This is an optimization exercise on Yosys and OpenROAD, whose aim is small area, a short achievable clock period and few clock cycles per item, not a production implementation.
No run shown here included a check of the RTL's function; only the layout flow was run.
Power is estimated from default activity; no workload was simulated.

===== design/flow/run.sh =====
#!/bin/bash
# synth_recipe.tcl (not shown) runs the flow's synth.tcl, then flattens the netlist and writes it again
# the make line also repeats each setting of config.mk as NAME=value (left out here)
make -C /OpenROAD-flow-scripts/flow DESIGN_CONFIG=/design/flow/config.mk WORK_HOME=/design/flow/orfs CLKGATE_MAP_FILE= SYNTH_SCRIPT=/design/flow/synth_recipe.tcl finish

===== design/flow/config.mk =====
export PLATFORM = sky130hd
export DESIGN_NAME = cave_automaton_5x5_step_top
export DESIGN_NICKNAME = cave_automaton_5x5_step_top
export VERILOG_FILES = /design/flow/design.v
export SDC_FILE = /design/flow/constraint.sdc
export NUM_CORES = 4
export LEC_CHECK = 0
export CAP_MARGIN = 20
export CORE_MARGIN = 2
export CORE_UTILIZATION = 40
export SLEW_MARGIN = 20

===== design/flow/constraint.sdc =====
create_clock -name core_clock -period 8.0 [get_ports {clk}]
set_input_delay 1.6000 -clock core_clock [delete_from_list [all_inputs] [get_ports {clk}]]
set_output_delay 1.6000 -clock core_clock [all_outputs]
set_load 0.01 [all_outputs]

===== design/flow/design.v =====
`default_nettype none
package cave5_pkg;
  localparam int WidthW  = 7;
  localparam int HeightW = 12;
  localparam int NearW   = 4;
  localparam int FarW    = 5;
  localparam int AddrW   = 4;
  localparam int DataW   = 32;
  localparam logic [WidthW-1:0]  MinWidth  = 7'd3;
  localparam logic [HeightW-1:0] MinHeight = 12'd3;
  localparam logic [WidthW-1:0]  RstWidth  = 7'd44;
  localparam logic [HeightW-1:0] RstHeight = 12'd74;
  localparam logic [NearW-1:0]   RstNear   = 4'd5;
  localparam logic [FarW-1:0]    RstFar    = 5'd2;
  typedef enum logic [1:0] {
    RegMapWidth  = 2'd0,
    RegMapHeight = 2'd1,
    RegNearThr   = 2'd2,
    RegFarLim    = 2'd3
  } reg_idx_t;
  typedef enum logic [2:0] {
    PhLower = 3'b001,
    PhUpper = 3'b010,
    PhLast  = 3'b100
  } phase_t;
  typedef struct packed {
    logic [WidthW-1:0]  width;
    logic [HeightW-1:0] height;
    logic [NearW-1:0]   near_thr;
    logic [FarW-1:0]    far_lim;
  } cave5_cfg_t;
  function automatic logic [1:0] fa(input logic a, input logic b, input logic c);
    fa = {(a & b) | (a & c) | (b & c), a ^ b ^ c};
  endfunction
  function automatic logic [1:0] ha(input logic a, input logic b);
    ha = {a & b, a ^ b};
  endfunction
  function automatic logic uge(input logic [4:0] a, input logic [4:0] b);
    logic gt, eq;
    gt = 1'b0;
    eq = 1'b1;
    for (int i = 4; i >= 0; i--) begin
      gt = gt | (eq & a[i] & ~b[i]);
      eq = eq & ~(a[i] ^ b[i]);
    end
    uge = gt | eq;
  endfunction
  function automatic logic [1:0] cnt3(input logic [2:0] v);
    cnt3 = {1'b0, v[0]} + {1'b0, v[1]} + {1'b0, v[2]};
  endfunction
endpackage
`default_nettype wire
`default_nettype none
module cave5_cfg (
  input  wire logic                          clk,
  input  wire logic                          rst_n,
  input  wire logic                          psel,
  input  wire logic                          penable,
  input  wire logic                          pwrite,
  input  wire logic [cave5_pkg::AddrW-1:0]   paddr,
  input  wire logic [cave5_pkg::DataW-1:0]   pwdata,
  output logic      [cave5_pkg::DataW-1:0]   prdata,
  output logic                               pready,
  output logic      [cave5_pkg::HeightW-1:0] height,
  output logic      [cave5_pkg::NearW-1:0]   near_thr,
  output logic      [cave5_pkg::FarW-1:0]    far_lim,
  output logic      [63:0]                   wmask,
  output logic      [63:0]                   inner
);
  logic [cave5_pkg::WidthW-1:0]  width_r;
  logic [cave5_pkg::HeightW-1:0] height_r;
  logic [cave5_pkg::NearW-1:0]   near_r;
  logic [cave5_pkg::FarW-1:0]    far_r;
  logic [1:0]                    idx;
  logic                          wr_en;
  assign idx    = paddr[3:2];
  assign pready = 1'b1;
  assign wr_en  = psel && penable && pwrite;
  always_ff @(posedge clk) begin
    if (!rst_n) begin
      width_r  <= cave5_pkg::RstWidth;
      height_r <= cave5_pkg::RstHeight;
      near_r   <= cave5_pkg::RstNear;
      far_r    <= cave5_pkg::RstFar;
    end else if (wr_en) begin
      case (idx)
        2'd0: width_r  <= pwdata[cave5_pkg::WidthW-1:0];
        2'd1: height_r <= pwdata[cave5_pkg::HeightW-1:0];
        2'd2: near_r   <= pwdata[cave5_pkg::NearW-1:0];
        default: far_r <= pwdata[cave5_pkg::FarW-1:0];
      endcase
    end
  end
  always_comb begin
    case (idx)
      2'd0:    prdata = cave5_pkg::DataW'(width_r);
      2'd1:    prdata = cave5_pkg::DataW'(height_r);
      2'd2:    prdata = cave5_pkg::DataW'(near_r);
      default: prdata = cave5_pkg::DataW'(far_r);
    endcase
  end
  for (genvar x = 0; x < 64; x++) begin : g_mask
    assign wmask[x] = (x < 3) || (width_r > 7'(x));
  end
  assign inner = {1'b0, wmask[63:2], 1'b0};
  assign height   = (height_r < cave5_pkg::MinHeight) ? cave5_pkg::MinHeight : height_r;
  assign near_thr = near_r;
  assign far_lim  = far_r;
endmodule
`default_nettype wire
`default_nettype none
module cave5_line (
  input  wire logic [4:0][63:0]              rows,
  input  wire logic [63:0]                   wmask,
  input  wire logic [63:0]                   inner,
  input  wire logic [cave5_pkg::NearW-1:0]   near_thr,
  input  wire logic [cave5_pkg::FarW-1:0]    far_lim,
  output logic      [63:0]                   res
);
  logic [67:0] l, m, u, v;
  assign {l[1:0], m[1:0], u[1:0], v[1:0]}     = '0;
  assign {l[67:66], m[67:66], u[67:66], v[67:66]} = '0;
  for (genvar x = 0; x < 64; x++) begin : g_col
    assign l[x+2] = rows[1][x] ^ rows[2][x] ^ rows[3][x];
    assign m[x+2] = (rows[1][x] & rows[2][x]) | (rows[1][x] & rows[3][x]) | (rows[2][x] & rows[3][x]);
    assign u[x+2] = rows[0][x] ^ rows[4][x];
    assign v[x+2] = rows[0][x] & rows[4][x];
  end
  for (genvar x = 0; x < 64; x++) begin : g_cell
    logic n0, n1, n2, n3, a, b, c, d;
    logic s1, s2, p1, p2, p3, f0;
    logic t1, t2, t3, q1, q2, q3, q4, f1;
    logic w1, r1, r2, f2, f3, f4;
    logic [3:0] near_cnt;
    logic [4:0] far_cnt;
    assign {a, n0} = cave5_pkg::fa(l[x+1], l[x+2], l[x+3]);
    assign {c, b}  = cave5_pkg::fa(m[x+1], m[x+2], m[x+3]);
    assign {d, n1} = cave5_pkg::ha(a, b);
    assign {n3, n2} = cave5_pkg::ha(c, d);
    assign {p1, s1} = cave5_pkg::fa(l[x], l[x+4], u[x+2]);
    assign {p2, s2} = cave5_pkg::fa(u[x+1], u[x+3], n0);
    assign {p3, f0} = cave5_pkg::ha(s1, s2);
    assign {q1, t1} = cave5_pkg::fa(m[x], m[x+4], v[x+2]);
    assign {q2, t2} = cave5_pkg::fa(v[x+1], v[x+3], p1);
    assign {q3, t3} = cave5_pkg::fa(n1, p2, p3);
    assign {q4, f1} = cave5_pkg::fa(t1, t2, t3);
    assign {r1, w1} = cave5_pkg::fa(q1, q2, q3);
    assign {r2, f2} = cave5_pkg::fa(q4, n2, w1);
    assign {f4, f3} = cave5_pkg::fa(n3, r1, r2);
    assign near_cnt = {n3, n2, n1, n0};
    assign far_cnt  = {f4, f3, f2, f1, f0};
    assign res[x] = inner[x] ? (cave5_pkg::uge({1'b0, near_cnt}, {1'b0, near_thr}) || cave5_pkg::uge(far_lim, far_cnt))
                             : (rows[2][x] && wmask[x]);
  end
endmodule
`default_nettype wire
`default_nettype none
module cave_automaton_5x5_step_top #(
  parameter int MAX_WIDTH = 64
) (
  input  wire logic                          clk,
  input  wire logic                          rst_n,
  input  wire logic                          in_valid,
  output logic                               in_stall,
  input  wire logic [MAX_WIDTH-1:0]          in_source_cells,
  output logic                               out_valid,
  input  wire logic                          out_stall,
  output logic      [MAX_WIDTH-1:0]          out_result_cells,
  output logic      [cave5_pkg::HeightW-1:0] out_line_index,
  output logic                               out_last_line,
  input  wire logic                          psel,
  input  wire logic                          penable,
  input  wire logic                          pwrite,
  input  wire logic [cave5_pkg::AddrW-1:0]   paddr,
  input  wire logic [cave5_pkg::DataW-1:0]   pwdata,
  output logic      [cave5_pkg::DataW-1:0]   prdata,
  output logic                               pready
);
  logic [cave5_pkg::HeightW-1:0] height;
  logic [cave5_pkg::NearW-1:0]   near_thr;
  logic [cave5_pkg::FarW-1:0]    far_lim;
  logic [63:0]                   wmask;
  logic [63:0]                   inner;
  cave5_cfg u_cfg (
    .clk      (clk),
    .rst_n    (rst_n),
    .psel     (psel),
    .penable  (penable),
    .pwrite   (pwrite),
    .paddr    (paddr),
    .pwdata   (pwdata),
    .prdata   (prdata),
    .pready   (pready),
    .height   (height),
    .near_thr (near_thr),
    .far_lim  (far_lim),
    .wmask    (wmask),
    .inner    (inner)
  );
  logic [63:0]                   r_cells;
  logic                          r_v;
  logic                          r_emit;    
  logic                          r_top0;    
  logic                          r_top1;    
  logic                          r_last;    
  logic [cave5_pkg::HeightW-1:0] cnt_r;     
  logic                          t1_r;      
  logic                          t1_top_r;  
  logic                          t2_r;      
  logic [3:0][63:0]              s_r;
  logic                          o_v;
  logic [63:0]                   o_cells;
  logic [cave5_pkg::HeightW-1:0] o_idx;
  logic                          o_last;
  logic                          q_v;
  logic [63:0]                   q_cells;
  logic [cave5_pkg::HeightW-1:0] q_idx;
  logic                          q_last;
  logic                          go;
  logic                          tail;
  logic                          consume;
  logic                          t1_emit;
  logic                          t2_emit;
  logic                          emit;
  logic                          shift;
  logic                          acc;
  logic                          o_free;
  logic [63:0]                   r_m;
  logic [4:0][63:0]              rows;
  logic [63:0]                   res;
  logic [63:0]                   e_cells;
  logic [cave5_pkg::HeightW-1:0] e_idx;
  logic                          e_last;
  assign go      = !q_v;
  assign tail    = t1_r || t2_r;
  assign consume = r_v && go && !(r_emit && tail);
  assign t1_emit = t1_r && go;
  assign t2_emit = t2_r && go;
  assign emit    = t1_emit || t2_emit || (consume && r_emit);
  assign shift   = consume || t1_emit;
  assign in_stall = r_v && !consume;
  assign acc      = in_valid && !in_stall;
  always_ff @(posedge clk) begin
    if (!in_stall) begin
      r_cells <= in_source_cells;
    end
  end
  always_ff @(posedge clk) begin
    if (!rst_n) begin
      r_v    <= 1'b0;
      r_emit <= 1'b0;
      r_top0 <= 1'b0;
      r_top1 <= 1'b0;
      r_last <= 1'b0;
      cnt_r  <= '0;
    end else if (!in_stall) begin
      r_v <= in_valid;
      if (in_valid) begin
        r_emit <= cnt_r >= 12'd2;
        r_top0 <= cnt_r == 12'd2;
        r_top1 <= cnt_r == 12'd3;
        r_last <= cnt_r >= height - 12'd1;
        cnt_r  <= (cnt_r >= height - 12'd1) ? '0 : cnt_r + 12'd1;
      end
    end
  end
  always_ff @(posedge clk) begin
    if (!rst_n) begin
      t1_r     <= 1'b0;
      t1_top_r <= 1'b0;
      t2_r     <= 1'b0;
    end else if (go) begin
      if (t1_r) begin
        t1_r <= 1'b0;
        t2_r <= 1'b1;
      end else if (t2_r) begin
        t2_r <= 1'b0;
      end else if (r_v && r_last) begin
        t1_r     <= 1'b1;
        t1_top_r <= r_top0;
      end
    end
  end
  assign r_m = r_cells & wmask;
  always_ff @(posedge clk) begin
    if (shift) begin
      s_r <= {r_m, s_r[3], s_r[2], s_r[1]};
    end
  end
  assign rows[0] = (r_top1 && !t1_r) || (t1_r && t1_top_r) ? '0 : s_r[0];
  assign rows[1] = s_r[1];
  assign rows[2] = s_r[2];
  assign rows[3] = s_r[3];
  assign rows[4] = t1_r ? '0 : r_m;
  cave5_line u_line (
    .rows     (rows),
    .wmask    (wmask),
    .inner    (inner & {64{!(t2_r || (!t1_r && r_top0))}}),
    .near_thr (near_thr),
    .far_lim  (far_lim),
    .res      (res)
  );
  assign e_cells = res;
  assign e_idx   = o_last ? '0 : o_idx + 12'd1;
  assign e_last  = t2_r;
  assign o_free = !o_v || !out_stall;
  always_ff @(posedge clk) begin
    if (!rst_n) begin
      o_v <= 1'b0;
      q_v <= 1'b0;
    end else begin
      if (o_free) begin
        o_v <= q_v || emit;
        q_v <= 1'b0;
      end else if (emit) begin
        q_v <= 1'b1;
      end
    end
  end
  always_ff @(posedge clk) begin
    if (!rst_n) begin
      o_last <= 1'b1;
    end else if (o_free && q_v) begin
      o_last <= q_last;
    end else if (o_free && emit) begin
      o_last <= e_last;
    end
  end
  always_ff @(posedge clk) begin
    if (o_free && q_v) begin
      o_cells <= q_cells;
      o_idx   <= q_idx;
    end else if (o_free && emit) begin
      o_cells <= e_cells;
      o_idx   <= e_idx;
    end
  end
  always_ff @(posedge clk) begin
    if (!o_free && emit) begin
      q_cells <= e_cells;
      q_idx   <= e_idx;
      q_last  <= e_last;
    end
  end
  assign out_valid        = o_v;
  assign out_result_cells = o_cells;
  assign out_line_index   = o_idx;
  assign out_last_line    = o_last;
endmodule
`default_nettype wire

==> results of run 1 <==
[synth_stat cells (14+ instances only)]
cell | count | area, µm²
inv_1 | 1074 | 4030
fa_1 | 646 | 12900
ha_1 | 476 | 5960
edfxtp_1 | 473 | 14200
nand2_1 | 357 | 1340
nor2_1 | 189 | 709
o21ai_0 | 169 | 846
maj3_1 | 128 | 1280
and2_1 | 121 | 757
nor2b_1 | 115 | 719
a21oi_1 | 102 | 510
xor2_1 | 101 | 885
clkbuf_1 | 87 | 327
xnor2_1 | 71 | 622
a31oi_1 | 53 | 332
dfxtp_1 | 51 | 1020
nand2b_1 | 43 | 269
buf_2 | 40 | 200
mux2_2 | 39 | 439
mux2i_1 | 32 | 320
nor3_1 | 32 | 160
nand3_1 | 31 | 155
buf_4 | 30 | 225
a21boi_0 | 29 | 218
a311oi_1 | 23 | 201
and3_1 | 23 | 144
a211oi_1 | 21 | 158
a21o_1 | 18 | 135
o2111ai_1 | 18 | 158
o31ai_1 | 17 | 128
a221o_1 | 16 | 160
nor4_1 | 16 | 100
o211ai_1 | 16 | 120
a221oi_1 | 15 | 131
a311o_1 | 15 | 150
maj3_2 | 14 | 158
[sequential cells by signal, summed over array words and instances, names as in the netlist, 4 cells and up]
register	cells
u_cfg.far_r	5
s_r	256
r_cells	64
o_idx	12
q_idx	12
q_cells	64
u_cfg.width_r	7
u_cfg.near_r	4
cnt_r	12
o_cells	64
u_cfg.height_r	12
[worst max-delay path by stage]
stage,start,endpoint,depth (start not counted)
6_report,u_cfg.width_r[4]$_SDFFE_PN0P_,o_cells[47]$_DFFE_PP_,20
3_3_place_gp,u_cfg.width_r[4]$_SDFFE_PN0P_,o_cells[45]$_DFFE_PP_,21
2_1_floorplan,t1_r$_SDFFE_PN0N_,s_r[0]$_DFFE_PP_,4
5_1_grt,u_cfg.width_r[4]$_SDFFE_PN0P_,o_cells[47]$_DFFE_PP_,19
3_5_place_dp,u_cfg.width_r[2]$_SDFFE_PN1P_,o_cells[32]$_DFFE_PP_,24
4_1_cts,u_cfg.width_r[2]$_SDFFE_PN1P_,o_cells[32]$_DFFE_PP_,24
[worst register-to-register path: cells and delay by family, from the launching register on]
kind	cells	cell delay (ps)
xor gates and xnor gates	1	210
buffers and inverters	4	520
and+or+nand+nor	3	630
AOI/OAI and AO/OA	5	2280
DFF	1	550
adders and majority gates	7	2290
[logic make-up (layout without fill, tap and decap cells)]
| kind of cell | count (synthesis) | count (layout) | share of synthesized area |
|---|---|---|---|
| adders and majority gates | 1264 | 1264 | 0.393 |
| buffers and inverters | 1249 | 1426 | 0.0943 |
| and+or+nand+nor | 980 | 980 | 0.0918 |
| AOI/OAI and AO/OA | 617 | 617 | 0.0800 |
| DFF | 524 | 524 | 0.295 |
| xor gates and xnor gates | 172 | 172 | 0.0291 |
| muxes | 76 | 76 | 0.0167 |
| other | 2 | 21 | 0.000145 |
[final cells by class]
type | instances | area (µm²)
clock buffer | 78 | 1790
clock inverter | 39 | 409
fill | 12100 | 70300
inverter | 1076 | 4040
multi-input combinational | 3130 | 31700
sequential | 524 | 15200
tap | 1662 | 2080
timing repair buffer | 233 | 2240
[where the power goes]
group / leakage [nW] / switching (W) / internal [W]
clock network: 1.08 / 0.00131 / 0.00183
registers: 4.89 / 0.0000856 / 0.00327
logic: 19.8 / 0.00492 / 0.00409
total: 25.7 / 0.00631 / 0.00919
[routing by layer]
layer  share of wire  global-route usage  vias up
li1                -                   -    16200
met1            0.45               0.325    18000
met2            0.47               0.377     1074
met3           0.059              0.0299      217
met4           0.027              0.0705        2
met5        0.000047                   0        -
[per-stage QoR]
step	util	std cells	hold WS, ps	power (W)	setup WS (ps)
after floorplan	-	4903	406	0.0103	37.0
after global placement	0.433	6624	451	0.0120	1550
after detailed placement	0.433	6625	443	0.0123	1440
after CTS	0.450	6742	450	0.0156	1400
after global routing	0.450	6742	466	0.0171	1100
final	0.450	6742	454	0.0155	1230
==> out/qor.txt, run 1 <==
drt first-iter violations - 2474
critical path class - reg2reg
Synth Instances - 4884
Post-DP HPWL - 111000 µm
DR vias - 35500
Remaining DRCs - 0
Yosys cell types - 80
Layout Nets - 6261
Clock Tree Root - clkbuf_16
Overflow after GRT - 0
chip height - 363 µm
Worst Setup End Kind - flop
sequential area share after synthesis - 0.295
Longest Clk Path Bufs - 3
period utilization - 0.846
Finished Cell Area - 57500 µm²
Crit Reg-Reg Endpoint - o_cells[47]$_DFFE_PP_
Max rail drop VDD - 0.161 mV
Area Overhead vs Synth - 11.3%
critical path data arrival time - 7180 ps
initial antenna violation count - 5
row count - 131
hold-critical path depth - 0
Post-CTS Setup Inserts - 0
Die Wd - 363 µm
hold buffer count at CTS - 0
R2R depth - 20
first-pass GRT wire length - 229000 µm
Slew HR - 0.263
drt wl/cell - 22.3 µm
reg-to-reg startpoint - u_cfg.width_r[4]$_SDFFE_PN0P_
drt via density - 5.26
wirelength, routed - 150000 µm
P_leak - 25.7 nW
asr flop ratio synth - 0
status - timing/DRC/antenna clean
hold wc startpoint - r_cells[1]$_DFFE_PN_
Critical Path Most Common Cell - fa_1
EDFF count, synth - 473
Initial Utilization - 0.404
Final Setup Violations - 0
final setup TNS - 0 ps
final hold violation count - 0
diode count - 0
Die ar. - 132000 µm²
max-slew violations - 0
share of cells above drive strength 1 - 0.0514
critical path peak fanout - 15
Buf/Inv on CP - 4
number of global-route vias before repair - 36700
Resized cells post-CTS - 0
core area - 128000 µm²
Placed Area - 55300 µm²
I/O pin count - 219
top_reg_cell synth - edfxtp_1
Yosys reg bits - 524
CP Data Required Time - 8410 ps
htree depth - 3
worst skew pair latency - 700 ps
clock skew - 38.5 ps
Yosys warning count - 3
min Tclk post-route - 6770 ps
RSZ-0062 raised after global routing - false
TritonCTS Sinks - 524
port bufs - 175
max_cap viols - 0
Max Freq - 148 MHz
placer congestion estimate - 0.898
Tot GR Track Use - 0.233
Startpoint Class - flop
commonest non-fill, non-tap cell in the layout - inv_1
CTS buffer count - 67
Worst path slowest cell - a21oi_1
commonest non-fill, non-tap cells in the layout - 1071 x inv_1, 646 x fa_1, 476 x ha_1, 473 x edfxtp_1, 356 x nand2_1
min-delay worst type - reg2reg
mapped cell area - 51700 µm²
Reg clk slew, reported paths - 60 ps
Crit path max-delay family - adder cells
R2R Setup Slk - 1230 ps
drt pass-1 iters - 5
synthesized area per cell - 10.6 µm²
Pwr Density - 269 nW/µm²
TritonCTS clock tree - yes
worst hold endpoint - s_r[193]$_DFFE_PP_
Worst Tran Pin Value - 1110 ps
Final ANT Viol Nets - 0
CP cell instances - buf_4, a21oi_1, o21ai_0, and2_1, nor2b_1, ha_1, xnor2_1, ha_1, inv_1, fa_1, fa_1, fa_1, inv_1, fa_1, inv_1, ha_1, o221ai_1, a31oi_1, nor3_1, o31ai_1
CP max stage delay - 760 ps
largest net degree at the start of global routing - 175
==> run 2, diff against run 1 <==
--- a/design/flow/config.mk
+++ b/design/flow/config.mk
@@ -6,6 +6,8 @@
 export NUM_CORES = 4
 export LEC_CHECK = 0
+export ABC_CLOCK_PERIOD_IN_PS = 3000
 export CAP_MARGIN = 20
 export CORE_MARGIN = 2
 export CORE_UTILIZATION = 40
+export SETUP_SLACK_MARGIN = 4.5
 export SLEW_MARGIN = 20
==> out/qor.txt, run 2 <==
status - timing/DRC/antenna clean
max FFs per register - 256 (unchanged)
R2R depth - 40 (+100%)
Fillers - 10800 (-11%)
Max Freq - 176 MHz (+19%)
Yosys reg bits - 524 (unchanged)
worst skew pair latency - 680 ps (-20 ps)
Critical Path Most Common Cell - buf_4
Crit Reg-Reg Endpoint - o_cells[4]$_DFFE_PP_
largest net degree at the start of global routing - 191 (+9.1%)
htree depth - 3 (unchanged)
synthesized area per cell - 10.6 µm² (unchanged)
I/O pin count - 219 (unchanged)
Reg clk slew, reported paths - 60 ps (about the same)
placer congestion estimate - 0.910 (+1.3%)
Slew HR - 0.154 (-0.109)
P_leak - 29.1 nW (+13%)
RSZ-0062 raised after global routing - true
commonest non-fill, non-tap cell in the layout - inv_1
Worst Setup End Kind - flop
Pwr Total - 0.0179 W (+15%)
drt pass-1 iters - 6 (+1)
first-pass GRT wire length - 250000 µm (+8.8%)
Die ar. - 132000 µm² (unchanged)
TritonCTS Sinks - 524 (unchanged)
top cell type's share of synthesized area - 0.275 (unchanged)
Startpoint Class - flop
most frequent cell after synthesis - inv_1
top cells by count, synth - 1074 x inv_1, 646 x fa_1, 476 x ha_1, 473 x edfxtp_1, 357 x nand2_1
Yosys warning count - 3 (unchanged)
CTS buffer count - 68 (+1.5%)
drt first-iter violations - 3052 (+23%)
critical path data arrival time - 6110 ps (-1070 ps)
Clock Tree Root - clkbuf_16
R2R Setup Slk - 2310 ps (+1080 ps)
main area contributors after synthesis - edfxtp_1 27%, fa_1 25%, ha_1 12%
post-synthesis adder-cell area fraction - 0.393 (unchanged)
drt wl/cell - 23.7 µm (+6.2%)
commonest non-fill, non-tap cells in the layout - 804 x inv_1, 473 x edfxtp_1, 400 x fa_1, 349 x buf_4, 320 x nand2_1
Synth Instances - 4884 (unchanged)
row count - 131 (unchanged)
critical path peak fanout - 2 (-13)
EDFF count, synth - 473 (unchanged)
initial antenna violation count - 7 (+2)
wirelength, routed - 171000 µm (+14%)
Longest Clk Path Bufs - 3 (unchanged)
worst hold endpoint - s_r[194]$_DFFE_PP_
chip height - 363 µm (unchanged)
final hold violation count - 0 (unchanged)
max_cap viols - 0 (unchanged)
critical path class - reg2reg
Max rail drop VDD - 0.141 mV (-12%)
min Tclk post-route - 5690 ps (-1080 ps)
port bufs - 175 (unchanged)
Pwr Density - 265 nW/µm² (-1.5%)
post-synth top area cell - edfxtp_1
max-slew violations - 0 (unchanged)
final setup TNS - 0 ps (unchanged)
XOR/XNOR share of the synthesized area - 0.0291 (unchanged)
hold wc startpoint - r_cells[2]$_DFFE_PN_
reg-to-reg startpoint - u_cfg.width_r[3]$_SDFFE_PN1P_
Tot GR Track Use - 0.254 (+0.0215)
Overflow after GRT - 0 (unchanged)
period utilization - 0.711 (-0.135)
Final ANT Viol Nets - 0 (unchanged)
Die Wd - 363 µm (unchanged)
hold-critical path depth - 0 (unchanged)
sequential area share after synthesis - 0.295 (unchanged)
clock skew - 33.7 ps (-4.80 ps)
CP Data Required Time - 8420 ps (about the same)
number of global-route vias before repair - 40100 (+9.2%)
Worst path slowest cell - dfxtp_4
Remaining DRCs - 0 (unchanged)
Synth Area in Simple Gates - 0.0918 (unchanged)
core area - 128000 µm² (unchanged)
share of cells above drive strength 1 - 0.332 (+0.280)
compound-gate portion of the synthesized area - 0.0800 (unchanged)
min-delay worst type - reg2reg
main combinational cell family by area after synthesis - adder cells
Final Setup Violations - 0 (unchanged)
CP max stage delay - 360 ps (-400 ps)
asr flop ratio synth - 0 (unchanged)
TritonCTS clock tree - yes
Yosys cell types - 80 (unchanged)
Biggest register - s_r
mux share of post-synthesis cell area - 0.0167 (unchanged)
DR vias - 39100 (+10%)
Layout Nets - 6764 (+8.0%)
Final Util - 0.528 (+0.0775)
mapped cell area - 51700 µm² (unchanged)
Initial Utilization - 0.404 (unchanged)
drt via density - 5.39 (+2.4%)
Worst Tran Pin Value - 1270 ps (+163 ps)
Post-DP HPWL - 110000 µm (-0.16%)
top_reg_cell synth - edfxtp_1
Area Overhead vs Synth - 30.5%
==> run 2: changes by cell type in the layout (fill, tap and decap cells not counted), sizes merged, moves of 2 or more <==
cell,change
diode,+3
bufbuf,+2
clkinvlp,+2
inv,-4
buf,+512
clkbuf,+8
clkinv,-7
clkdlybuf4s50,-15
==> run 2: final cells by class <==
class / instances / area [µm²] / area share
clock buffers: 84 / 1890 / 0.0280
multi-input cells: 3131 / 36400 / 0.540
diodes: 3 / 7.51 / 0.000111
well taps: 1662 / 2080 / 0.0308
repair buffers: 734 / 7280 / 0.108
clock inverters: 31 / 378 / 0.00560
flip-flops and latches: 524 / 15300 / 0.226
inverters: 1076 / 4090 / 0.0606
==> run 2: stage by stage <==
step	instance area (µm²)	std cells	hold WS, ps	setup WS (ps)
2_1_floorplan	52300	4903	407	2790
3_3_place_gp	55700	6622	449	1500
3_5_place_dp	55700	6622	452	1340
4_1_cts	64400	7108	456	2460
5_1_grt	67400	7243	465	2210
6_report	67400	7245	468	2310
==> run 2: power breakdown <==
| part | switching [W] | internal (W) | total [W] |
|---|---|---|---|
| sequential | 0.0000830 | 0.00327 | 0.00335 |
| combinational | 0.00586 | 0.00543 | 0.0113 |
| clock | 0.00132 | 0.00193 | 0.00325 |
| total | 0.00726 | 0.0106 | 0.0179 |
==> run 2: kinds of logic after synthesis <==
logic type / after synthesis
compound gates: 617
xor+xnor: 172
fa+ha+maj: 1264
buf+inv: 1249
flops: 524
mux: 76
other cells: 2
simple gates: 980
==> run 2: layer usage <==
metal,vias up,global-route usage,share of wire
li1,17200,-,-
met4,2,0.127,0.057
met1,19800,0.327,0.40
met5,-,0,0.000064
met3,465,0.0417,0.074
met2,1615,0.414,0.47
==> run 2: how the worst max path moves through the flow <==
| stage | start | end | slack, ps | cells after the start |
|---|---|---|---|---|
| 6_report | u_cfg.width_r[3]$_SDFFE_PN1P_ | o_cells[4]$_DFFE_PP_ | 2310 | 40 |
| 5_1_grt | u_cfg.width_r[3]$_SDFFE_PN1P_ | o_cells[3]$_DFFE_PP_ | 2210 | 27 |
| 4_1_cts | u_cfg.width_r[2]$_SDFFE_PN1P_ | o_cells[55]$_DFFE_PP_ | 2460 | 22 |
| 3_5_place_dp | u_cfg.width_r[5]$_SDFFE_PN1P_ | o_cells[55]$_DFFE_PP_ | 1340 | 23 |
| 3_3_place_gp | u_cfg.width_r[5]$_SDFFE_PN1P_ | o_cells[55]$_DFFE_PP_ | 1500 | 23 |
| 2_1_floorplan | s_r[224]$_DFFE_PP_ | o_cells[33]$_DFFE_PP_ | 2790 | 18 |
==> run 2: timing repair <==
item	CTS	global route
pin swaps	325	305
gates resized for setup	950	533
endpoints found under the hold margin	0	0
hold buffers	0	0
endpoints found under the setup margin	153	159
setup buffers	366	132
cloned	5	1
==> run 2: critical path: cells and delay by family, from the launching register on <==
kind                   cells  cell delay (ps)
AO/OA/AOI/OAI              1               60
buffers and inverters     35             4330
flip-flops                 1              360
multiplexers               1              260
AND/OR/NAND/NOR            3              420

-- afterwards: timing with drivers on the ports --
The flow's constraints put no driver on any port. The routed layouts listed below were extracted and timed again, unchanged, in two steps.
Step 1: set_driving_cell puts a clkbuf_16 on clk and a buf_2 on each other input, an assumption about the parent block.
Step 2 also shifts input and output timing later by t, the mid clock arrival at the registers, as if the neighbouring blocks saw the same clock.
a / b / c = no drivers / after step 1 / after step 2; a / b = the first two.
| run | shift t [ns] | setup WS [ns] | hold WS [ns] | worst setup path at the end | worst data-port slew with drivers (ns) |
|---|---|---|---|---|---|
| run 1 | 0.762 | 1.231 / 1.231 / 1.231 | 0.454 / 0.454 / 0.454 | register to register | 0.06 |
| run 2 | 0.740 | 2.311 / 2.311 / 2.311 | 0.468 / 0.468 / 0.468 | register to register | 0.15 |
After both steps every run listed still meets setup and hold.
